From an optimization exercise on the open Yosys and OpenROAD flow, aimed at small area; shortcuts taken in it are not production practice. Function was checked by simulation only, so behaviour that the tests miss may differ from the original.

==> inputs of 05-04 <==
==> flow/design.v <==
package alu_reservation_station_pkg;
    localparam int RS_SIZE       = 8;
    localparam int RS_INDEX_BIT  = 3;
    localparam int ROB_INDEX_BIT = 4;
    localparam int TYPE_BIT      = 5;
    localparam logic [TYPE_BIT-1:0] OP_ADD  = 5'd0;
    localparam logic [TYPE_BIT-1:0] OP_SUB  = 5'd1;
    localparam logic [TYPE_BIT-1:0] OP_XOR  = 5'd2;
    localparam logic [TYPE_BIT-1:0] OP_OR   = 5'd3;
    localparam logic [TYPE_BIT-1:0] OP_AND  = 5'd4;
    localparam logic [TYPE_BIT-1:0] OP_SLL  = 5'd5;
    localparam logic [TYPE_BIT-1:0] OP_SRL  = 5'd6;
    localparam logic [TYPE_BIT-1:0] OP_SRA  = 5'd7;
    localparam logic [TYPE_BIT-1:0] OP_SLT  = 5'd8;
    localparam logic [TYPE_BIT-1:0] OP_SLTU = 5'd9;
    localparam logic [TYPE_BIT-1:0] OP_BEQ  = 5'd10;
    localparam logic [TYPE_BIT-1:0] OP_BNE  = 5'd11;
    localparam logic [TYPE_BIT-1:0] OP_BLT  = 5'd12;
    localparam logic [TYPE_BIT-1:0] OP_BGE  = 5'd13;
    localparam logic [TYPE_BIT-1:0] OP_BLTU = 5'd14;
    localparam logic [TYPE_BIT-1:0] OP_BGEU = 5'd15;
    localparam logic [TYPE_BIT-1:0] OP_JALR = 5'd16;
endpackage
module rs_pick_bit (
    input  logic [7:0] sel,
    input  logic [7:0] v,
    output logic       o
);
    assign o = |(sel & v);
endmodule
module rs_opnd_aoi (
    input  logic s_n,
    input  logic n,
    input  logic s_a,
    input  logic a,
    input  logic s_l,
    input  logic l,
    output logic y
);
    assign y = ~((s_n & n) | (s_a & a) | (s_l & l));
endmodule
module rs_opnd_bit (
    input  logic s_n,
    input  logic n,
    input  logic s_a,
    input  logic a,
    input  logic s_l,
    input  logic l,
    input  logic s_h,
    input  logic q,
    output logic d
);
    logic y;
    rs_opnd_aoi u_aoi (
        .s_n(s_n), .n(n), .s_a(s_a), .a(a), .s_l(s_l), .l(l), .y(y)
    );
    logic yh;
    rs_nand2 u_h (.a(s_h), .b(q), .y(yh));
    rs_nand2 u_d (.a(y), .b(yh), .y(d));
endmodule
module rs_nand2 (
    input  logic a,
    input  logic b,
    output logic y
);
    assign y = ~(a & b);
endmodule
import alu_reservation_station_pkg::*;
module alu_reservation_station (
    input  logic                     clk_in,
    input  logic                     rst_in,
    input  logic                     rdy_in,
    input  logic                     clear_in,
    input  logic                     issue_valid,
    input  logic [TYPE_BIT-1:0]      issue_type,
    input  logic [31:0]              issue_vj,
    input  logic [31:0]              issue_vk,
    input  logic                     issue_has_qj,
    input  logic                     issue_has_qk,
    input  logic [ROB_INDEX_BIT-1:0] issue_qj,
    input  logic [ROB_INDEX_BIT-1:0] issue_qk,
    input  logic [ROB_INDEX_BIT-1:0] issue_rob_id,
    output logic                     full_out,
    input  logic                     cdb_alu_ready,
    input  logic [ROB_INDEX_BIT-1:0] cdb_alu_rob_id,
    input  logic [31:0]              cdb_alu_value,
    input  logic                     cdb_lsb_ready,
    input  logic [ROB_INDEX_BIT-1:0] cdb_lsb_rob_id,
    input  logic [31:0]              cdb_lsb_value,
    output logic                     alu_req,
    output logic [TYPE_BIT-1:0]      alu_type,
    output logic [31:0]              alu_r1,
    output logic [31:0]              alu_r2,
    output logic [ROB_INDEX_BIT-1:0] alu_rob_id
);
    localparam int N = RS_SIZE;
    logic [N-1:0]                    valid_q;
    logic [N-1:0][TYPE_BIT-1:0]      op_q;
    logic [N-1:0][ROB_INDEX_BIT-1:0] rob_q;
    logic [N-1:0][31:0]              vj_q;     
    logic [N-1:0][31:0]              vk_q;     
    logic [N-1:0]                    pj_q;
    logic [N-1:0]                    pk_q;
    logic [N-1:0]                    sel_q;    
    logic [N-1:0][N-1:0]             age_q;
    assign full_out = &valid_q;
    logic [N-1:0] alloc;
    always_comb begin
        for (int i = 0; i < N; i++) begin
            alloc[i] = issue_valid & rdy_in & ~valid_q[i];
            for (int j = 0; j < i; j++) alloc[i] = alloc[i] & valid_q[j];
        end
    end
    logic        nja, njl, nka, nkl;
    logic [31:0] in_vj, in_vk;
    assign nja = issue_has_qj & cdb_alu_ready & (issue_qj == cdb_alu_rob_id);
    assign njl = issue_has_qj & cdb_lsb_ready & (issue_qj == cdb_lsb_rob_id);
    assign nka = issue_has_qk & cdb_alu_ready & (issue_qk == cdb_alu_rob_id);
    assign nkl = issue_has_qk & cdb_lsb_ready & (issue_qk == cdb_lsb_rob_id);
    assign in_vj = {issue_vj[31:4], issue_has_qj ? issue_qj : issue_vj[3:0]};
    assign in_vk = {issue_vk[31:4], issue_has_qk ? issue_qk : issue_vk[3:0]};
    logic [N-1:0] ja, jl, ka, kl;
    always_comb begin
        for (int i = 0; i < N; i++) begin
            ja[i] = rdy_in & pj_q[i] & cdb_alu_ready & (vj_q[i][3:0] == cdb_alu_rob_id);
            jl[i] = rdy_in & pj_q[i] & cdb_lsb_ready & (vj_q[i][3:0] == cdb_lsb_rob_id);
            ka[i] = rdy_in & pk_q[i] & cdb_alu_ready & (vk_q[i][3:0] == cdb_alu_rob_id);
            kl[i] = rdy_in & pk_q[i] & cdb_lsb_ready & (vk_q[i][3:0] == cdb_lsb_rob_id);
        end
    end
    logic [N-1:0] jn, jsa, jsl, jh, kn, ksa, ksl, kh;
    logic [N-1:0][31:0] vj_d, vk_d;
    logic [N-1:0] pj_d, pk_d;
    always_comb begin
        for (int i = 0; i < N; i++) begin
            jsa[i] = alloc[i] ? nja : ja[i];
            jsl[i] = alloc[i] ? (~nja & njl) : (~ja[i] & jl[i]);
            jn[i]  = alloc[i] & ~nja & ~njl;
            jh[i]  = ~alloc[i] & ~ja[i] & ~jl[i];
            ksa[i] = alloc[i] ? nka : ka[i];
            ksl[i] = alloc[i] ? (~nka & nkl) : (~ka[i] & kl[i]);
            kn[i]  = alloc[i] & ~nka & ~nkl;
            kh[i]  = ~alloc[i] & ~ka[i] & ~kl[i];
            pj_d[i] = alloc[i] ? (issue_has_qj & ~nja & ~njl) : (pj_q[i] & ~ja[i] & ~jl[i]);
            pk_d[i] = alloc[i] ? (issue_has_qk & ~nka & ~nkl) : (pk_q[i] & ~ka[i] & ~kl[i]);
        end
    end
    for (genvar i = 0; i < N; i++) begin : g_ent
        for (genvar b = 0; b < 32; b++) begin : g_bit
            rs_opnd_bit u_j (
                .s_n(jn[i]),  .n(in_vj[b]),
                .s_a(jsa[i]), .a(cdb_alu_value[b]),
                .s_l(jsl[i]), .l(cdb_lsb_value[b]),
                .s_h(jh[i]),  .q(vj_q[i][b]),
                .d(vj_d[i][b])
            );
            rs_opnd_bit u_k (
                .s_n(kn[i]),  .n(in_vk[b]),
                .s_a(ksa[i]), .a(cdb_alu_value[b]),
                .s_l(ksl[i]), .l(cdb_lsb_value[b]),
                .s_h(kh[i]),  .q(vk_q[i][b]),
                .d(vk_d[i][b])
            );
        end
    end
    always_ff @(posedge clk_in) begin
        vj_q <= vj_d;
        vk_q <= vk_d;
        pj_q <= pj_d;
        pk_q <= pk_d;
        for (int i = 0; i < N; i++) begin
            if (alloc[i]) begin
                op_q[i]  <= issue_type;
                rob_q[i] <= issue_rob_id;
            end
        end
    end
    logic [N-1:0] ready, pick;
    always_comb begin
        for (int i = 0; i < N; i++) ready[i] = valid_q[i] & ~pj_q[i] & ~pk_q[i];
        for (int i = 0; i < N; i++) begin
            pick[i] = ready[i];
            for (int j = 0; j < N; j++) begin
                if (j < i) begin
                    if (ready[j] & age_q[j][i]) pick[i] = 1'b0;
                end else if (j > i) begin
                    if (ready[j] & ~age_q[i][j]) pick[i] = 1'b0;
                end
            end
        end
    end
    always_ff @(posedge clk_in) begin
        for (int b = 1; b < N; b++) begin
            for (int a = 0; a < b; a++) begin
                if (alloc[b])      age_q[a][b] <= 1'b1;
                else if (alloc[a]) age_q[a][b] <= 1'b0;
            end
        end
    end
    always_ff @(posedge clk_in) begin
        if (rdy_in) sel_q <= pick;
    end
    always_ff @(posedge clk_in or posedge rst_in) begin
        if (rst_in) begin
            valid_q <= '0;
            alu_req <= 1'b0;
        end else if (rdy_in) begin
            if (clear_in) begin
                valid_q <= '0;
                alu_req <= 1'b0;
            end else begin
                valid_q <= (valid_q & ~pick) | alloc;
                alu_req <= |ready;
            end
        end
    end
    logic [TYPE_BIT-1:0][N-1:0]      op_t;
    logic [31:0][N-1:0]              vj_t, vk_t;
    logic [ROB_INDEX_BIT-1:0][N-1:0] rob_t;
    always_comb begin
        for (int i = 0; i < N; i++) begin
            for (int b = 0; b < TYPE_BIT; b++)      op_t[b][i]  = op_q[i][b];
            for (int b = 0; b < 32; b++)            vj_t[b][i]  = vj_q[i][b];
            for (int b = 0; b < 32; b++)            vk_t[b][i]  = vk_q[i][b];
            for (int b = 0; b < ROB_INDEX_BIT; b++) rob_t[b][i] = rob_q[i][b];
        end
    end
    for (genvar b = 0; b < 32; b++) begin : g_out
        rs_pick_bit u_r1 (.sel(sel_q), .v(vj_t[b]), .o(alu_r1[b]));
        rs_pick_bit u_r2 (.sel(sel_q), .v(vk_t[b]), .o(alu_r2[b]));
        if (b < TYPE_BIT) begin : g_type
            rs_pick_bit u_t (.sel(sel_q), .v(op_t[b]), .o(alu_type[b]));
        end
        if (b < ROB_INDEX_BIT) begin : g_rob
            rs_pick_bit u_rob (.sel(sel_q), .v(rob_t[b]), .o(alu_rob_id[b]));
        end
    end
endmodule
==> flow/flow/run.sh <==
#!/bin/bash
# Own layout flow: the standard ORFS flow (standard.sh, unchanged
# synthesis), with three layout settings that ORFS reads from the
# environment:
#  - port buffers use buf_2 (every port still gets one);
#  - CTS builds the tree from clkbuf_8, in clusters of up to 16 sinks
#    within 60 um, without dummy balancing loads;
#  - after global routing, non-critical gates are downsized.
# The full tool output goes to standard.log in the work folder; ORFS's
# per-step logs stay under orfs/logs/.
set -euo pipefail

export BUFFER_PORTS_ARGS="-buffer_cell sky130_fd_sc_hd__buf_2"
export CTS_ARGS="-sink_clustering_enable -repair_clock_nets -dont_use_dummy_load -buf_list sky130_fd_sc_hd__clkbuf_8 -sink_clustering_size 16 -sink_clustering_max_diameter 60"
export RECOVER_POWER=100

bash standard.sh finish > standard.log 2>&1
==> flow/standard.sh <==
#!/bin/bash
# synth_recipe.tcl (not shown) runs the flow's synth.tcl, then flattens the netlist and writes it again
# the make line also repeats each setting of config.mk as NAME=value (left out here)
make -C /OpenROAD-flow-scripts/flow DESIGN_CONFIG=/design/flow/config.mk WORK_HOME=/design/flow/orfs CLKGATE_MAP_FILE= SYNTH_SCRIPT=/design/flow/synth_recipe.tcl "${@:-finish}"
==> flow/config.mk <==
export PLATFORM = sky130hd
export DESIGN_NAME = alu_reservation_station
export DESIGN_NICKNAME = alu_reservation_station
export VERILOG_FILES = /design/flow/design.v
export SDC_FILE = /design/flow/constraint.sdc
export NUM_CORES = 4
export LEC_CHECK = 0
export CAP_MARGIN = 20
export CORE_MARGIN = 2
export CORE_UTILIZATION = 50
export SLEW_MARGIN = 20
export SYNTH_HIERARCHICAL = 1
==> flow/constraint.sdc <==
create_clock -name core_clock -period 4.5 [get_ports {clk_in}]
set_input_delay 0.9000 -clock core_clock [delete_from_list [all_inputs] [get_ports {clk_in}]]
set_output_delay 0.9000 -clock core_clock [all_outputs]
set_load 0.01 [all_outputs]
==> 05-08: changes against 05-04 <==
--- a/flow/design.v
+++ b/flow/design.v
@@ -22,4 +22,24 @@
     localparam logic [TYPE_BIT-1:0] OP_JALR = 5'd16;
 endpackage
+module rs_pick_aoi3 (
+    input  logic [2:0] sel,
+    input  logic [2:0] v,
+    output logic       y
+);
+    assign y = ~|(sel & v);
+endmodule
+module rs_pick_aoi2 (
+    input  logic [1:0] sel,
+    input  logic [1:0] v,
+    output logic       y
+);
+    assign y = ~|(sel & v);
+endmodule
+module rs_nand3 (
+    input  logic [2:0] a,
+    output logic       y
+);
+    assign y = ~&a;
+endmodule
 module rs_pick_bit (
     input  logic [7:0] sel,
@@ -27,5 +47,9 @@
     output logic       o
 );
-    assign o = |(sel & v);
+    logic [2:0] y;
+    rs_pick_aoi3 u_a (.sel(sel[2:0]), .v(v[2:0]), .y(y[0]));
+    rs_pick_aoi3 u_b (.sel(sel[5:3]), .v(v[5:3]), .y(y[1]));
+    rs_pick_aoi2 u_c (.sel(sel[7:6]), .v(v[7:6]), .y(y[2]));
+    rs_nand3 u_o (.a(y), .y(o));
 endmodule
 module rs_opnd_aoi (
==> flow/flow/run.sh (replaced) <==
#!/bin/bash
# Own layout flow: the standard ORFS flow (standard.sh, unchanged
# synthesis), with two layout settings that ORFS reads from the
# environment:
#  - port buffers use buf_2 (every port still gets one);
#  - CTS builds the tree from clkbuf_8, in clusters of up to 12 sinks
#    within 50 um, without dummy balancing loads.
# The full tool output goes to standard.log in the work folder; ORFS's
# per-step logs stay under orfs/logs/.
set -euo pipefail

export BUFFER_PORTS_ARGS="-buffer_cell sky130_fd_sc_hd__buf_2"
export CTS_ARGS="-sink_clustering_enable -repair_clock_nets -dont_use_dummy_load -buf_list sky130_fd_sc_hd__clkbuf_8 -sink_clustering_size 12 -sink_clustering_max_diameter 50"

bash standard.sh finish > standard.log 2>&1
CORE_UTILIZATION = 40   (was 50)
==> 04-01: changes against 05-04 <==
--- a/flow/design.v
+++ b/flow/design.v
@@ -22,48 +22,4 @@
     localparam logic [TYPE_BIT-1:0] OP_JALR = 5'd16;
 endpackage
-module rs_pick_bit (
-    input  logic [7:0] sel,
-    input  logic [7:0] v,
-    output logic       o
-);
-    assign o = |(sel & v);
-endmodule
-module rs_opnd_aoi (
-    input  logic s_n,
-    input  logic n,
-    input  logic s_a,
-    input  logic a,
-    input  logic s_l,
-    input  logic l,
-    output logic y
-);
-    assign y = ~((s_n & n) | (s_a & a) | (s_l & l));
-endmodule
-module rs_opnd_bit (
-    input  logic s_n,
-    input  logic n,
-    input  logic s_a,
-    input  logic a,
-    input  logic s_l,
-    input  logic l,
-    input  logic s_h,
-    input  logic q,
-    output logic d
-);
-    logic y;
-    rs_opnd_aoi u_aoi (
-        .s_n(s_n), .n(n), .s_a(s_a), .a(a), .s_l(s_l), .l(l), .y(y)
-    );
-    logic yh;
-    rs_nand2 u_h (.a(s_h), .b(q), .y(yh));
-    rs_nand2 u_d (.a(y), .b(yh), .y(d));
-endmodule
-module rs_nand2 (
-    input  logic a,
-    input  logic b,
-    output logic y
-);
-    assign y = ~(a & b);
-endmodule
 import alu_reservation_station_pkg::*;
 module alu_reservation_station (
@@ -113,11 +69,16 @@
     end
     logic        nja, njl, nka, nkl;
-    logic [31:0] in_vj, in_vk;
+    logic [31:0] new_vj, new_vk;
+    logic        new_pj, new_pk;
     assign nja = issue_has_qj & cdb_alu_ready & (issue_qj == cdb_alu_rob_id);
     assign njl = issue_has_qj & cdb_lsb_ready & (issue_qj == cdb_lsb_rob_id);
     assign nka = issue_has_qk & cdb_alu_ready & (issue_qk == cdb_alu_rob_id);
     assign nkl = issue_has_qk & cdb_lsb_ready & (issue_qk == cdb_lsb_rob_id);
-    assign in_vj = {issue_vj[31:4], issue_has_qj ? issue_qj : issue_vj[3:0]};
-    assign in_vk = {issue_vk[31:4], issue_has_qk ? issue_qk : issue_vk[3:0]};
+    assign new_pj = issue_has_qj & ~nja & ~njl;
+    assign new_pk = issue_has_qk & ~nka & ~nkl;
+    assign new_vj = nja ? cdb_alu_value : njl ? cdb_lsb_value :
+                    {issue_vj[31:4], issue_has_qj ? issue_qj : issue_vj[3:0]};
+    assign new_vk = nka ? cdb_alu_value : nkl ? cdb_lsb_value :
+                    {issue_vk[31:4], issue_has_qk ? issue_qk : issue_vk[3:0]};
     logic [N-1:0] ja, jl, ka, kl;
     always_comb begin
@@ -134,32 +95,18 @@
     always_comb begin
         for (int i = 0; i < N; i++) begin
-            jsa[i] = alloc[i] ? nja : ja[i];
-            jsl[i] = alloc[i] ? (~nja & njl) : (~ja[i] & jl[i]);
-            jn[i]  = alloc[i] & ~nja & ~njl;
+            jn[i]  = alloc[i];
+            jsa[i] = ~alloc[i] & ja[i];
+            jsl[i] = ~alloc[i] & ~ja[i] & jl[i];
             jh[i]  = ~alloc[i] & ~ja[i] & ~jl[i];
-            ksa[i] = alloc[i] ? nka : ka[i];
-            ksl[i] = alloc[i] ? (~nka & nkl) : (~ka[i] & kl[i]);
-            kn[i]  = alloc[i] & ~nka & ~nkl;
+            kn[i]  = alloc[i];
+            ksa[i] = ~alloc[i] & ka[i];
+            ksl[i] = ~alloc[i] & ~ka[i] & kl[i];
             kh[i]  = ~alloc[i] & ~ka[i] & ~kl[i];
-            pj_d[i] = alloc[i] ? (issue_has_qj & ~nja & ~njl) : (pj_q[i] & ~ja[i] & ~jl[i]);
-            pk_d[i] = alloc[i] ? (issue_has_qk & ~nka & ~nkl) : (pk_q[i] & ~ka[i] & ~kl[i]);
-        end
-    end
-    for (genvar i = 0; i < N; i++) begin : g_ent
-        for (genvar b = 0; b < 32; b++) begin : g_bit
-            rs_opnd_bit u_j (
-                .s_n(jn[i]),  .n(in_vj[b]),
-                .s_a(jsa[i]), .a(cdb_alu_value[b]),
-                .s_l(jsl[i]), .l(cdb_lsb_value[b]),
-                .s_h(jh[i]),  .q(vj_q[i][b]),
-                .d(vj_d[i][b])
-            );
-            rs_opnd_bit u_k (
-                .s_n(kn[i]),  .n(in_vk[b]),
-                .s_a(ksa[i]), .a(cdb_alu_value[b]),
-                .s_l(ksl[i]), .l(cdb_lsb_value[b]),
-                .s_h(kh[i]),  .q(vk_q[i][b]),
-                .d(vk_d[i][b])
-            );
+            vj_d[i] = ({32{jn[i]}}  & new_vj) | ({32{jsa[i]}} & cdb_alu_value) |
+                      ({32{jsl[i]}} & cdb_lsb_value) | ({32{jh[i]}} & vj_q[i]);
+            vk_d[i] = ({32{kn[i]}}  & new_vk) | ({32{ksa[i]}} & cdb_alu_value) |
+                      ({32{ksl[i]}} & cdb_lsb_value) | ({32{kh[i]}} & vk_q[i]);
+            pj_d[i] = alloc[i] ? new_pj : (pj_q[i] & ~ja[i] & ~jl[i]);
+            pk_d[i] = alloc[i] ? new_pk : (pk_q[i] & ~ka[i] & ~kl[i]);
         end
     end
@@ -215,23 +162,14 @@
         end
     end
-    logic [TYPE_BIT-1:0][N-1:0]      op_t;
-    logic [31:0][N-1:0]              vj_t, vk_t;
-    logic [ROB_INDEX_BIT-1:0][N-1:0] rob_t;
     always_comb begin
+        alu_type   = '0;
+        alu_r1     = '0;
+        alu_r2     = '0;
+        alu_rob_id = '0;
         for (int i = 0; i < N; i++) begin
-            for (int b = 0; b < TYPE_BIT; b++)      op_t[b][i]  = op_q[i][b];
-            for (int b = 0; b < 32; b++)            vj_t[b][i]  = vj_q[i][b];
-            for (int b = 0; b < 32; b++)            vk_t[b][i]  = vk_q[i][b];
-            for (int b = 0; b < ROB_INDEX_BIT; b++) rob_t[b][i] = rob_q[i][b];
-        end
-    end
-    for (genvar b = 0; b < 32; b++) begin : g_out
-        rs_pick_bit u_r1 (.sel(sel_q), .v(vj_t[b]), .o(alu_r1[b]));
-        rs_pick_bit u_r2 (.sel(sel_q), .v(vk_t[b]), .o(alu_r2[b]));
-        if (b < TYPE_BIT) begin : g_type
-            rs_pick_bit u_t (.sel(sel_q), .v(op_t[b]), .o(alu_type[b]));
-        end
-        if (b < ROB_INDEX_BIT) begin : g_rob
-            rs_pick_bit u_rob (.sel(sel_q), .v(rob_t[b]), .o(alu_rob_id[b]));
+            alu_type   = alu_type   | ({TYPE_BIT{sel_q[i]}} & op_q[i]);
+            alu_r1     = alu_r1     | ({32{sel_q[i]}} & vj_q[i]);
+            alu_r2     = alu_r2     | ({32{sel_q[i]}} & vk_q[i]);
+            alu_rob_id = alu_rob_id | ({ROB_INDEX_BIT{sel_q[i]}} & rob_q[i]);
         end
     end
==> flow/run.sh (new file) <==
#!/bin/bash
# synth_recipe.tcl (not shown) runs the flow's synth.tcl, then flattens the netlist and writes it again
# the make line also repeats each setting of config.mk as NAME=value (left out here)
make -C /OpenROAD-flow-scripts/flow DESIGN_CONFIG=/design/flow/config.mk WORK_HOME=/design/flow/orfs CLKGATE_MAP_FILE= SYNTH_SCRIPT=/design/flow/synth_recipe.tcl finish
CORE_UTILIZATION = 30   (was 50)
SYNTH_HIERARCHICAL = default   (was 1)
removed: flow/flow/run.sh
removed: flow/standard.sh
==> flow_summary.yaml <==
status:
  status: "finished clean"
sta:
  whs_ps: 460.6
  report.final.slew_viol_count: 0
  slew_headroom_pct: 19.16
critical_path:
  crit_fanout: 22
  reg2reg_depth: 6
synthesis:
  synthTopCellsByCount: "dfxtp_1 (556), clkbuf_1 (426), nand3_1 (355)"
power_and_ir_drop:
  ir_drop_mv: 0.2895
job:
  drv_cap: 0
final_layout:
  fill_cells: 11624
[end of results for 04-01]
==> flow_summary.yaml <==
status:
  status: "finished clean"
critical_path:
  crit_fanout: 16
  worst-path-buf-inv: 2
  reg2reg_depth: 7
sta:
  report.final.slew_viol_count: 0
  slew_headroom_pct: 15.13
power_and_ir_drop:
  ir_drop_mv: 0.3162
job:
  drv_cap: 0
final_layout:
  fill_cells: 7176
synthesis:
  synthTopCellsByCount: "nand2_1 (1,103), a222oi_1 (658), dfxtp_1 (556)"
[end of results for 05-08]
==> flow_summary.yaml <==
status:
  failed_checks: "max-capacitance violations, max-slew violations"
  status: "failed layout checks"
sta:
  report.final.slew_viol_count: 34
  whs_ps: 173.4
  slew_headroom_pct: -31.74
power_and_ir_drop:
  ir_drop_mv: 0.4739
job:
  drv_cap: 1
final_layout:
  fill_cells: 5233
critical_path:
  reg2reg_depth: 7
[end of results for 05-04]

[afterwards: timing with drivers on the ports]
How much do the figures lean on ideal ports? The routed layouts below were timed once more, with nothing changed but the port constraints.
Step 1, drivers: a clkbuf_16 drives clk_in and a buf_2 each remaining input, both assumed.
Step 2 moves the port delays by t, midway between the first and last clock arrival at a register: inputs arrive t later, outputs are due t later. That takes back most of the time a late clock gives input paths.
Three values: ideal, step 1, step 2; two values: the first two.
| run | t, ns | slack for setup (ns) | cell pins on the clock port's net |
|---|---|---|---|
| 05-04 | 0.748 | 0.397 / 0.337 / -0.176 | 1 |
| 05-08 | 0.724 | 0.773 / 0.710 / 0.541 | 1 |
| 04-01 | 0.709 | 0.367 / 0.297 / 0.215 | 1 |
The setup slack of 05-04, which loses most, moves by -0.060 ns with the drivers and by -0.573 ns with both steps.
